Source: an optimization exercise on an open RTL-to-GDS flow (aim: a short achievable clock period and few clock cycles). Production flows keep margins and buffers that such runs may drop.
RTL that was checked went through simulation tests only; none was proved equivalent to the original.
Power is estimated from default activity; no workload was simulated.

== alpha ==
Design rv_slice_top, start of the top module:
module rv_slice_top (
    input  logic        clk,
    input  logic        rst_n,
    input  logic [11:0] paddr,
    input  logic        psel,
    input  logic        penable,
    input  logic        pwrite,
    input  logic [31:0] pwdata,
    output logic [31:0] prdata,
    output logic        pready,
    output logic        pslverr
);
Size: about 7700 cells after synthesis, about 83 I/O pins, about 0.074 mm² of cells after synthesis.
clock: 12.0 ns
lec_check: 0
abc_clock_period_in_ps: 3000
cap_margin: 20
core_margin: 2
core_utilization: 45
place_density: 0.55
setup_slack_margin: 5
slew_margin: 20
standard.sh (not shown) runs the stock make flow with config.mk's settings and CLKGATE_MAP_FILE= SYNTH_SCRIPT=/design/flow/synth_recipe.tcl, a recipe that flattens the netlist after the stock synthesis.
==> flow/flow/run.sh <==
#!/bin/bash
# Standard ORFS layout (the standard.sh, standard synthesis), with the
# timing repair steps asked to reach a larger setup margin than the flow
# settings allow, so that repair keeps sizing the design for speed.
set -euo pipefail
cd "$(dirname "$0")/.."
MARGIN=$(cat flow/margin.txt)
bash standard.sh SETUP_SLACK_MARGIN="$MARGIN" finish > flow_make.log 2>&1
==> flow/flow/margin.txt <==
9
No final results exist for alpha, since it was stopped by error GRT-0116 during global routing (5_1_grt).
--- input diff alpha..beta ---
- a change of PLACE_DENSITY from 0.55 to 0.32
- a change of CORE_UTILIZATION from 45 to 25
==> flow/flow/margin.txt <==
8.5
[summary]
In summary, beta completed successfully, with a layout that passed the timing, DRC and antenna checks. From alpha to beta the numbers moved as follows: row count now sits higher, post-place instance area has increased, horizontal extent of the die now sits higher, clock buffer count from CTS went up, placed instance count moved up. Lower chip height among beta and alpha: alpha. | count of buffers inserted at the top-level ports | beta vs alpha | ≈ equal |. STATUS placed wire-length estimate: beta loses against alpha. Compare beta and alpha | post-CTS resize count lower: beta. [compare] base=alpha new=beta: synthesized cell count essentially unchanged, number of setup buffers added after CTS saw a decrease.
No functional check of the RTL was part of any run of this note.


exp/maple:
Another version of the RTL of rv_slice_top (not shown whole).
For scale: about 83 I/O pins.
clock: 12.0 ns
lec_check: 0
abc_clock_period_in_ps: 1500
cap_margin: 20
core_margin: 2
core_utilization: 36
cts_cluster_diameter: 100
cts_cluster_size: 16
place_density: 0.45
setup_slack_margin: 5
slew_margin: 20
==> flow/flow/margin.txt <==
9.2
Scripts as last shown in full above: flow/flow/run.sh
Testbench counts of exp/maple, summed over its fixed seeds: cycles 48,000.
Setup changes, exp/maple to exp/sierra
==> flow/flow/margin.txt <==
10
==> comparison <==
Re adder-cell share of the synthesized area: no difference whatsoever between exp/sierra and exp/maple. Going from exp/maple to exp/sierra, the worst hold-check slack was found to have gone up by 0.0046 ns. From exp/maple to exp/sierra the numbers moved as follows: total power draw up 490 uW; global-route usage up 1.9 points; portion of total power attributed to the clock network flat; worst setup slack after layout down 0.038 ns. exp/sierra vs. exp/maple: maximum fanout along the worst path went up by 1. Average vias per placed instance: exp/sierra higher than exp/maple.
Edits applied to the flow inputs when going from exp/sierra to exp/xenon:
==> flow/flow/margin.txt <==
8.35
==> comparison <==
- Relative to exp/sierra, final-layout non-clock buffer area share has decreased by 11 points in exp/xenon.
- Comparing exp/sierra against exp/xenon, there is no change at all in width of the die.
- On worst hold slack, exp/sierra tracks exp/xenon almost exactly.
- Number of buffers and inverters on the critical path ends up higher on exp/xenon.
- Comparing exp/xenon with exp/sierra, the fraction of the cycle the final worst path needs came out essentially unchanged.
For exp/yarrow, these inputs were changed with respect to exp/xenon:
==> flow/flow/margin.txt <==
8.6
--- outcome ---
~same worst hold slack in exp/yarrow and exp/xenon
Between exp/xenon and exp/yarrow, the flow reports total power density per cell area decreasing by a few percent.
exp/yarrow against exp/xenon: number of inserted diodes went up by 3; number of clock-tree buffers in the layout went down by about 1.8%.
On number of cells on the critical path: between exp/yarrow and exp/xenon, it ends up lower for exp/yarrow.
| final estimated routing congestion in global placement | exp/yarrow vs exp/xenon | about 0.56% higher |
exp/yarrow vs. exp/xenon: routed wire length went up by 4.8%, total of fill cells in the finished design went down by 357.

==> what the ideal ports hide <==
No port has a modelled driver above. Below, the same layouts with a new extraction and two added sets of constraints. Step 1: set_driving_cell puts a clkbuf_16 on clk and a buf_2 on each other input, an assumption about the parent block. Step 2 adds t to the input delays and takes it off the output delays; t is the mean of the earliest and latest rising clock arrival at the registers after step 1. Input paths then give back, and output paths get back, about the clock's delay inside the block. Three values: ideal ports, drivers, drivers and shift; two values: the first two.
| run | t, ns | setup WS [ns] | worst hold slack (ns) | latest minus earliest clock arrival (ns) | worst slew at a driven data input, ns |
|---|---|---|---|---|---|
| beta | 1.015 | 7.475 / 7.475 / 6.992 | 0.437 / 0.437 / 0.437 | 0.047 / 0.047 | 0.26 |
| exp/maple | 0.871 | 8.230 / 8.106 / 7.235 | 0.463 / 0.463 / 0.463 | 0.057 / 0.056 | 0.38 |
| exp/sierra | 0.897 | 8.192 / 8.100 / 7.282 | 0.468 / 0.468 / 0.468 | 0.066 / 0.066 | 0.42 |
| exp/xenon | 0.879 | 8.206 / 8.002 / 7.122 | 0.467 / 0.467 / 0.467 | 0.054 / 0.055 | 0.33 |
| exp/yarrow | 0.887 | 8.233 / 7.992 / 7.105 | 0.470 / 0.470 / 0.470 | 0.058 / 0.058 | 0.45 |
After both steps every run listed still meets setup and hold. The setup slack of exp/yarrow, which loses most, moves by -0.241 ns with the drivers and by -1.128 ns with both steps.
